From an optimization exercise on the open Yosys and OpenROAD flow, aimed at small area, a short achievable clock period and few clock cycles per item; shortcuts taken in it are not production practice. The RTL was checked by simulation tests, not by an equivalence proof against the original design. No activity file was given, so power comes from the tool's default toggle rates.

## design.v

```verilog
module proof_emul #(
  parameter int BMAX = 256
) (
  input  logic            clk_i,
  input  logic            arst_ni,
  input  logic            istr_i,
  input  logic [BMAX-1:0] modp_i,
  input  logic [BMAX-1:0] opa_i,
  input  logic [BMAX-1:0] opb_i,
  output logic            busy_o,
  output logic            vlid_o,
  output logic            ierr_o,
  output logic [BMAX-1:0] prod_o
);
  localparam int W  = 261;    
  localparam int WT = 263;    
  localparam int G  = 252;    
  logic [255:0] p_r, a_r;
  logic [257:0] b_r;
  logic [W-1:0] ss_r, sc_r;
  logic       busy_r, vlid_r;
  logic       m_norm, m_loop, m_res, m_rot;
  logic       first_r, c1_r, cor_r;
  logic [7:0] cnt_r;
  logic [6:0] sh_r;
  logic          mx4, mx1;
  logic [WT-1:0] xs, ys, yq, zd, mp, s1, c1, c1s, s2, c2;
  logic [2:0]    win;
  logic          dsel1, dsel2, dneg;
  logic          qsel1, qsel2, qneg;
  logic signed [12:0] te2, pe1, pe3;
  logic [WT-1:0] pw1, pw2;
  logic          sc_zero, s_neg;
  logic          est_p2, est_p1, est_m1, est_m2;
  assign mx4 = (m_loop & ~first_r) | m_rot;
  assign mx1 = ~(m_loop | m_rot);
  assign win   = m_loop ? b_r[257:255] : 3'b000;
  assign dsel1 = win[1] ^ win[0];
  assign dsel2 = (win[2] & ~win[1] & ~win[0]) | (~win[2] & win[1] & win[0]);
  assign dneg  = win[2] & ~(win[1] & win[0]);
  always_comb begin
    xs = '0;
    ys = '0;
    if (mx4) begin
      xs = {ss_r, 2'b00};
      ys = {sc_r, 2'b00};
    end else if (mx1) begin
      xs = {2'b00, ss_r};
      ys = {2'b00, sc_r};
    end
    xs[0] = xs[0] | dneg;
    zd = ({7'b0, a_r} & {WT{dsel1}}) | ({6'b0, a_r, 1'b0} & {WT{dsel2}});
    zd = zd ^ {WT{dneg}};
    if (m_rot) zd[5:4] = ss_r[259:258];
  end
  assign te2 = 13'(signed'(11'(xs[WT-1:G] + ys[WT-1:G] + zd[WT-1:G]))) <<< 1;
  assign pe1 = 13'({5'b0, p_r[255:248]});
  assign pe3 = pe1 + (pe1 <<< 1);
  assign est_p2 = (te2 >= pe3);
  assign est_p1 = (te2 >= pe1);
  assign est_m1 = (te2 >= -pe1);
  assign est_m2 = (te2 >= -pe3);
  assign sc_zero = (sc_r == '0);
  assign s_neg   = ss_r[W-1];
  always_comb begin
    qsel1 = 1'b0;
    qsel2 = 1'b0;
    qneg  = 1'b0;
    if (m_loop) begin
      qsel2 = est_p2 | ~est_m2;
      qsel1 = (est_p1 & ~est_p2) | (~est_m1 & est_m2);
      qneg  = est_p1;                  
    end else if (m_res) begin
      qsel1 = sc_zero & s_neg & ~cor_r;   
    end
  end
  assign pw1 = {3'b0, p_r, 4'b0};
  assign pw2 = {2'b0, p_r, 5'b0};
  always_comb begin
    mp = (pw1 & {WT{qsel1}}) | (pw2 & {WT{qsel2}});
    mp = mp ^ {WT{qneg}};
    yq = ys;
    yq[0] = yq[0] | qneg;
    s1  = xs ^ yq ^ zd;
    c1  = (xs & yq) | (xs & zd) | (yq & zd);
    c1s = {c1[WT-2:0], 1'b0};
    s2  = s1 ^ c1s ^ mp;
    c2  = (s1 & c1s) | (s1 & mp) | (c1s & mp);
  end
  always_ff @(posedge clk_i) begin
    ss_r <= s2[W-1:0];
    sc_r <= {c2[W-2:0], 1'b0};
  end
  always_ff @(posedge clk_i) begin
    if (istr_i) begin
      p_r <= modp_i;
      a_r <= opa_i;
    end else if (m_norm) begin
      p_r <= p_r << 2;
    end
    b_r <= istr_i ? {2'b00, opb_i} : (b_r << 2);
  end
  always_ff @(posedge clk_i or negedge arst_ni) begin
    if (!arst_ni) begin
      busy_r  <= 1'b0;
      vlid_r  <= 1'b0;
      m_norm  <= 1'b0;
      m_loop  <= 1'b0;
      m_res   <= 1'b0;
      m_rot   <= 1'b0;
      first_r <= 1'b0;
      c1_r    <= 1'b0;
      cor_r   <= 1'b0;
      cnt_r   <= '0;
      sh_r    <= '0;
    end else if (istr_i) begin
      busy_r  <= 1'b1;
      vlid_r  <= 1'b0;
      m_norm  <= ~(modp_i[255] | modp_i[254]);
      m_loop  <= modp_i[255] | modp_i[254];
      m_res   <= 1'b0;
      m_rot   <= 1'b0;
      first_r <= 1'b1;
      c1_r    <= 1'b1;
      cor_r   <= 1'b0;
      cnt_r   <= 8'd130;
      sh_r    <= '0;
    end else begin
      vlid_r <= 1'b0;
      c1_r   <= 1'b0;
      if (m_norm) begin
        sh_r <= sh_r + 7'd1;
        if ((p_r[253:252] != 2'b00) || (sh_r == 7'd126)) begin
          m_norm <= 1'b0;
          m_loop <= 1'b1;
        end
      end
      if (m_loop) begin
        first_r <= 1'b0;
        cnt_r   <= cnt_r - 8'd1;
        if (cnt_r == 8'd0) begin
          m_loop <= 1'b0;
          m_res  <= 1'b1;
        end
      end
      if (m_res && sc_zero) begin
        if (s_neg && !cor_r) begin
          cor_r <= 1'b1;
        end else begin
          m_res <= 1'b0;
          if (sh_r == 7'd0) begin
            busy_r <= 1'b0;
            vlid_r <= 1'b1;
          end else begin
            m_rot <= 1'b1;
            cnt_r <= 8'd127 - {1'b0, sh_r};
          end
        end
      end
      if (m_rot) begin
        cnt_r <= cnt_r - 8'd1;
        if (cnt_r == 8'd0) begin
          m_rot  <= 1'b0;
          busy_r <= 1'b0;
          vlid_r <= 1'b1;
        end
      end
    end
  end
  assign busy_o = busy_r;
  assign vlid_o = vlid_r;
  assign prod_o = ss_r[259:4];
  logic err_r;
  always_ff @(posedge clk_i) begin
    if (c1_r) err_r <= (a_r >= p_r) | (b_r[255:0] >= p_r) | ~p_r[0];
  end
  assign ierr_o = vlid_r & err_r;
endmodule
```

## run.sh

```bash
#!/bin/bash
# synth_recipe.tcl (not shown) runs the flow's synth.tcl, then flattens the netlist and writes it again
# the make line also repeats each setting of config.mk as NAME=value (left out here)
make -C /OpenROAD-flow-scripts/flow DESIGN_CONFIG=/design/flow/config.mk WORK_HOME=/design/flow/orfs CLKGATE_MAP_FILE= SYNTH_SCRIPT=/design/flow/synth_recipe.tcl finish
```

## config.mk

```make
export PLATFORM = sky130hd
export DESIGN_NAME = proof_emul
export DESIGN_NICKNAME = proof_emul
export VERILOG_FILES = /design/flow/design.v
export SDC_FILE = /design/flow/constraint.sdc
export NUM_CORES = 4
export LEC_CHECK = 0
export CAP_MARGIN = 20
export CORE_MARGIN = 2
export CORE_UTILIZATION = 40
export SLEW_MARGIN = 20
```

## constraint.sdc

```tcl
create_clock -name core_clock -period 17.5 [get_ports {clk_i}]
set_input_delay 3.5000 -clock core_clock [delete_from_list [all_inputs] [get_ports {clk_i}]]
set_output_delay 3.5000 -clock core_clock [all_outputs]
set_load 0.01 [all_outputs]
```

==> results of run 1 <==
where the power goes:
group	internal, mW	switching [mW]
Clock	2.02	1.45
Sequential	4.30	0.992
Combinational	4.94	6.50
Total	11.3	8.93
worst max-delay path by stage:
stage	start	endpoint	slack (ns)	cells past startpoint
2_1_floorplan	istr_i	p_r[0]	9.27	5
3_3_place_gp	m_loop	ss_r[111]	7.58	23
3_5_place_dp	m_loop	ss_r[131]	7.66	24
4_1_cts	m_loop	ss_r[106]	7.64	24
5_1_grt	m_loop	ss_r[122]	7.01	24
6_report	m_loop	ss_r[104]	7.61	24
cells in the final DEF, fill, tap and decap left out, types with 318 or more instances in the layout:
| master | n |
|---|---|
| nand2_1 | 614 |
| clkdlybuf4s50_1 | 1027 |
| o21ai_0 | 608 |
| xnor2_1 | 542 |
| edfxtp_1 | 513 |
| ha_1 | 579 |
| inv_1 | 318 |
| fa_1 | 523 |
| a22o_1 | 504 |
| dfxtp_1 | 779 |
registers in the layout, summed over array words and instances (netlist names), 7 cells and up:
register  count
a_r         256
b_r         258
cnt_r         8
p_r         256
ss_r        261
sc_r        260
sh_r          7
cells in the mapped netlist (258+ instances only):
library cell  count  area share
xnor2_1         542       0.057
o21ai_0         608       0.036
a22oi_1         271       0.024
dfxtp_1         779        0.19
buf_4           258       0.023
edfxtp_1        513        0.18
nand2_1         614       0.027
clkbuf_1        365       0.016
a22o_1          504       0.053
fa_1            523        0.12
inv_1           318       0.014
ha_1            580       0.087
layout make-up:
class / instances / area, um2
fill: 18812 / 109000
multi-input combinational: 5125 / 47300
sequential: 1316 / 31600
timing repair buffer: 1104 / 10900
clock buffer: 212 / 4530
tap: 2805 / 3510
inverter: 322 / 1220
clock inverter: 86 / 906
antenna: 9 / 22.5
stage by stage:
stage          std cells  hold slack (ns)
2_1_floorplan       7483            0.429
3_3_place_gp       10670            0.432
3_5_place_dp       10672            0.433
4_1_cts            10970            0.461
5_1_grt            10975            0.475
6_report           10979            0.454
cell families (layout without fill, tap and decap cells):
group | count (synthesis) | after routing | share of synthesized area
other | 0 | 9 | 0
xor gates and xnor gates | 555 | 555 | 0.0579
and+or+nand+nor | 1101 | 1101 | 0.0609
adders and majority gates | 1105 | 1105 | 0.212
muxes | 255 | 255 | 0.0342
buffers and inverters | 1042 | 1724 | 0.0614
AOI/OAI and AO/OA | 2109 | 2109 | 0.197
DFF | 1316 | 1316 | 0.377
metal layers:
metal | vias up | track usage
li1 | 28312 | -
met1 | 32139 | 0.367
met2 | 2658 | 0.453
met3 | 466 | 0.0561
met4 | 14 | 0.119
met5 | - | 0
==> out/qor.yml, run 1 <==
route:
  initialDrtViolationCount: 5839
  vias: 63589
  drc_errors: 0
  topRoutingLayerUsed: "met5"
  met2_length_um: 142000
  drtAntennaViolNets: 0
  wl_met1_um: 127000
  vias_per_cell: 5.79
  wirelength_um: 306000
  drtPass1Iterations: 6
  wl_met3_um: 23200
  routedWlPerCell_um: 27.9
clocking:
  numCtsBuffers: 159
  clk_pin_slew_ns: 0.06
  h-tree-depth: 4
  clockBufferDepth: 3
  cts.sinks: 1316
  cts_tree: "yes"
  insertion_delay_ns: 0.83
  root_buffer: "clkbuf_16"
  ctsResizeCount: 0
  postCtsSetupBuffers: 0
  hold_buffers: 0
worst_setup_path:
  timing.rr.end: "ss_r[104]"
  timing.rr.start: "m_loop"
  worstPathMaxFanout: 79
  cp_slowest_cell: "dfrtp_1"
  worst_ep_required_time_ns: 18.18
  ff2ff_path_depth: 24
  rrSetupSlack_ns: 7.61
  cp_num_buf_inv: 7
  crit_type: "register to register"
  crit_top_cell: "buf_4"
  path_cells: "clkinv_1, o21ai_4, buf_4, a22oi_1, fa_1, inv_1, ha_1, a21oi_1, nor2_1, or2_1, o311ai_2, inv_2, ha_1, and4_1, a311o_1, o21ai_0, and2_1, a221o_4, buf_16, buf_4, buf_4, o221ai_2, xnor2_1, fa_1"
  max_stage_delay_ns: 0.87
  cp-start-kind: "register"
  critPathCaptureType: "register"
  arrival_ns: 10.57
  crit_family: "buffers and inverters"
floorplanning:
  dieArea_mm2: 0.213
  coreArea_mm2: 0.209
  dieHeight_um: 462
  ios: 1030
  rows: 168
  start_util: 0.401
  die_w_um: 462
grt:
  grt_pass1_vias: 64818
  antenna_found_initial: 22
  grt_usage: 0.281
  globalRoute.totalOverflow: 0
  grt_max_degree: 203
  grt_pass1_wl_um: 446000
placement:
  place_congestion: 0.954
  place_ws_ns: 7.66
  port_buffers: 1029
  dp_hpwl_um: 237000
  placed_cell_area_mm2: 0.0945
timing:
  rsz0062_at_grt: "false"
  slew_violations: 0
  tightest_slew_ns: 1.27
  slew_headroom: 0.155
  fin_skew_ns: 0.0443
  finalHoldViolCount: 0
  finalWorstSetupSlack_ns: 7.61
  fin_crit_sh: 0.565
  setup_viol: 0
  tns_ns: 0
  period_needed_ns: 9.89
  fmax_mhz: 101
logic_synthesis:
  synth_area_mm2: 0.0839
  postSynth.asyncResetShare: 0.0182
  synth_edf_count: 513
  syn_area_per_cell_um2: 11.2
  seq_area_frac_synth: 0.377
  yosys_warnings: 1
  ys_seq_elements: 1316
  synth_flop_cell: "dfxtp_1"
  syn-num-nets: 9357
  yosysUniqueCellTypes: 77
  syn_inst: 7483
power:
  p_leak_nw: 38.9
  irDropWorstVdd_uv: 200
  power_density_mw_per_mm2: 202
  p_total_mw: 20.2
cells_and_area:
  synthToLayoutAreaGrowth_pct: 19.2
  drive_above_1_share: 0.107
  final_area_mm2: 0.100
  finalNetCount: 9902
  fin_util: 0.479
min_path:
  min_from: "c1_r"
  hp-class: "register to register"
  min_delay_path_depth: 0
  min_to: "err_r"
status:
  outcome: "complete, no violations"
flow_run:
  timing.max_cap.violations: 0
Testbench counts, summed over its fixed seeds: cycles 26,724, items 192.
==> run 2: changes to the inputs <==
--- a/config.mk
+++ b/config.mk
@@ -5,6 +5,7 @@
 export SDC_FILE = /design/flow/constraint.sdc
 export NUM_CORES = 4
 export LEC_CHECK = 0
+export ABC_CLOCK_PERIOD_IN_PS = 4000
 export CAP_MARGIN = 20
 export CORE_MARGIN = 2
 export CORE_UTILIZATION = 40
==> run 2 against run 1 <==
Effect of this change:
- power unchanged
- largest power group unchanged
- cell count unchanged
- register-to-register slack about the same
- clock power about the same
==> out/qor.yml, run 2 <==
status:
  outcome: "complete, no violations"  # unchanged
route:
  initialDrtViolationCount: 5839  # unchanged
  vias_per_cell: 5.79  # unchanged
  drtAntennaViolNets: 0  # unchanged
  wirelength_um: 306000  # unchanged
  drc_errors: 0  # unchanged
  routedWlPerCell_um: 27.9  # unchanged
  vias: 63589  # unchanged
  drtPass1Iterations: 6  # unchanged
power:
  pwr-share-seq: 0.262  # about the same
  irDropWorstVdd_uv: 200  # unchanged
  p_comb_frac: 0.566  # about the same
  clkPwrFrac: 0.172  # about the same
  internal_power_mw: 11.3  # unchanged
  p_sw_frac: 0.442  # unchanged
  p_total_mw: 20.2  # unchanged
  switching_power_mw: 8.93  # unchanged
  p_leak_nw: 38.9  # unchanged
  power_density_mw_per_mm2: 202  # unchanged
floorplanning:
  ios: 1030  # unchanged
  dieHeight_um: 462  # unchanged
  rows: 168  # unchanged
  start_util: 0.401  # unchanged
  dieArea_mm2: 0.213  # unchanged
  die_w_um: 462  # unchanged
  coreArea_mm2: 0.209  # unchanged
worst_setup_path:
  arrival_ns: 10.57  # about the same
  path_cells: "clkinv_1, o21ai_4, buf_4, a22oi_1, fa_1, inv_1, ha_1, a21oi_1, nor2_1, or2_1, o311ai_2, inv_2, ha_1, and4_1, a311o_1, o21ai_0, and2_1, a221o_4, buf_16, buf_4, buf_4, o221ai_2, xnor2_1, fa_1"  # unchanged
  crit_top_cell: "buf_4"  # unchanged
  cp_slowest_cell: "dfrtp_1"  # unchanged
  crit_type: "register to register"  # unchanged
  critPathCaptureType: "register"  # unchanged
  worst_ep_required_time_ns: 18.18  # about the same
  max_stage_delay_ns: 0.87  # about the same
  cp-start-kind: "register"  # unchanged
  worstPathMaxFanout: 79  # unchanged
clocking:
  ctsResizeCount: 0  # unchanged
  cts_tree: "yes"  # unchanged
  numCtsBuffers: 159  # unchanged
  insertion_delay_ns: 0.83  # about the same
  hold_buffers: 0  # unchanged
  clk_pin_slew_ns: 0.06  # about the same
  root_buffer: "clkbuf_16"  # unchanged
  h-tree-depth: 4  # unchanged
  clockBufferDepth: 3  # unchanged
  postCtsSetupBuffers: 0  # unchanged
  cts.sinks: 1316  # unchanged
timing:
  tightest_slew_ns: 1.27  # unchanged
  fin_skew_ns: 0.0443  # unchanged
  fmax_mhz: 101  # unchanged
  slew_violations: 0  # unchanged
  fin_crit_sh: 0.565  # unchanged
  rsz0062_at_grt: "false"  # unchanged
  holdWs_ns: 0.454  # unchanged
  finalWorstSetupSlack_ns: 7.61  # unchanged
  tns_ns: 0  # unchanged
  setup_viol: 0  # unchanged
  finalHoldViolCount: 0  # unchanged
  slew_headroom: 0.155  # unchanged
  period_needed_ns: 9.89  # unchanged
cells_and_area:
  largest_reg_flops: 261  # unchanged
  final_common_cell: "clkdlybuf4s50_1"  # unchanged
  finalNetCount: 9902  # unchanged
  drive_above_1_share: 0.107  # unchanged
  fill_cells: 18812  # unchanged
  fin_util: 0.479  # unchanged
  synthToLayoutAreaGrowth_pct: 19.2  # unchanged
  regArea_mm2: 0.0316  # unchanged
  regMostFlops: "ss_r"  # unchanged
  final_area_mm2: 0.100  # unchanged
  final_cell_mix: "clkdlybuf4s50_1, dfxtp_1, nand2_1, o21ai_0, ha_1"  # unchanged
  stdcell_count: 10979  # unchanged
  largestRegisters: "ss_r: 261 flops, sc_r: 260 flops, b_r: 258 flops"  # unchanged
  multi_input_area_mm2: 0.0473  # unchanged
logic_synthesis:
  ys_seq_elements: 1316  # unchanged
  seq_area_frac_synth: 0.377  # unchanged
  syn_inst: 7483  # unchanged
  synth_flop_cell: "dfxtp_1"  # unchanged
  syn_area_per_cell_um2: 11.2  # unchanged
  synth_common_cells: "dfxtp_1, nand2_1, o21ai_0"  # unchanged
  syn-num-nets: 9357  # unchanged
  synth_area_mm2: 0.0839  # unchanged
  yosysUniqueCellTypes: 77  # unchanged
  synth_area_leaders: "dfxtp_1, edfxtp_1, fa_1"  # unchanged
  yosys_warnings: 1  # unchanged
  yosysMostFrequentCell: "dfxtp_1"  # unchanged
  synth_top_area_frac: 0.186  # unchanged
  synth_area_leader_cell: "dfxtp_1"  # unchanged
  postSynth.asyncResetShare: 0.0182  # unchanged
  synth_edf_count: 513  # unchanged
flow_run:
  timing.max_cap.violations: 0  # unchanged
grt:
  grt_max_degree: 203  # unchanged
  grt_pass1_vias: 64818  # unchanged
  grt_pass1_wl_um: 446000  # unchanged
  grt_usage: 0.281  # unchanged
  globalRoute.totalOverflow: 0  # unchanged
  antenna_found_initial: 22  # unchanged
placement:
  port_buffers: 1029  # unchanged
  placed_cell_area_mm2: 0.0945  # unchanged
  place_congestion: 0.954  # unchanged
  dp_hpwl_um: 237000  # unchanged
  dp.cells: 10672  # unchanged
  place_ws_ns: 7.66  # unchanged
min_path:
  hp-class: "register to register"  # unchanged
## run 2: cell counts after synthesis
No cell type changed its count.
## run 2: final timing paths
check,startpoint,slack [ns],depth (start not counted),to
max in group asynchronous,arst_ni,14.41,1,sh_r[3]
worst max-delay path,m_loop,7.61,24,ss_r[104]
worst min-delay path,c1_r,0.45,0,err_r
worst min register to register,c1_r,0.45,0,err_r
worst max register to register,m_loop,7.61,24,ss_r[104]
min in group asynchronous,arst_ni,2.70,1,c1_r
## run 2: metal layers
metal | up-vias | track usage | wire length, um
met1 | 32139 | 0.367 | 127000
met3 | 466 | 0.0561 | 23200
met5 | - | 0 | 102
met4 | 14 | 0.119 | 14200
li1 | 28312 | - | -
met2 | 2658 | 0.453 | 142000
## run 2: worst max-delay path: cells and delay by family, from the launching register on
kind,cells,cell delay (ns)
AOI/OAI and AO/OA,8,2.75
xor gates and xnor gates,1,0.23
adders and majority gates,4,1.68
buffers and inverters,7,3.24
DFF,1,0.87
and+or+nand+nor,4,0.81
## run 2: power groups by stage
stage                     Clock, mW  Combinational (mW)  Sequential (mW)
after floorplan                   0                8.44             4.78
after global placement            0                10.9             5.34
after detailed placement          0                11.4             5.33
after CTS                      3.52                11.5             5.28
after global routing           3.63                12.7             5.35
final                          3.47                11.4             5.30
## run 2: layout make-up
type,count,area share
Tap cell,2805,0.0351
Multi-Input combinational cell,5125,0.473
Inverter,322,0.0122
Clock inverter,86,0.00906
Clock buffer,212,0.0453
Timing Repair Buffer,1104,0.109
Sequential cell,1316,0.316
Antenna cell,9,0.000225
## run 2: logic make-up after synthesis
family,after synthesis,share of synthesized area
compound gates,2109,0.197
xor+xnor,555,0.0579
fa+ha+maj,1105,0.212
buf+inv,1042,0.0614
flops,1316,0.377
mux,255,0.0342
simple gates,1101,0.0609

[separate check: timing with driven ports]
No port has a modelled driver above. Below, the same layouts with a new extraction and two added sets of constraints.
Step 1, drivers: a clkbuf_16 drives clk_i and a buf_2 each remaining input, both assumed.
Step 2, shift: input delay + t, output delay - t, t = (earliest + latest rising clock arrival at the registers) / 2. This alone moves slack from input paths to output paths.
Slacks: ideal ports / drivers / drivers and shift; pairs: ideal ports / drivers.
run | t (ns) | slack for setup (ns) | slew at the worst register clock pin (ns)
run 1 | 0.899 | 7.614 / 7.614 / 7.614 | 0.06 / 0.06
run 2 | 0.899 | 7.614 / 7.614 / 7.614 | 0.06 / 0.06
After both steps setup and hold are still met in every run listed.
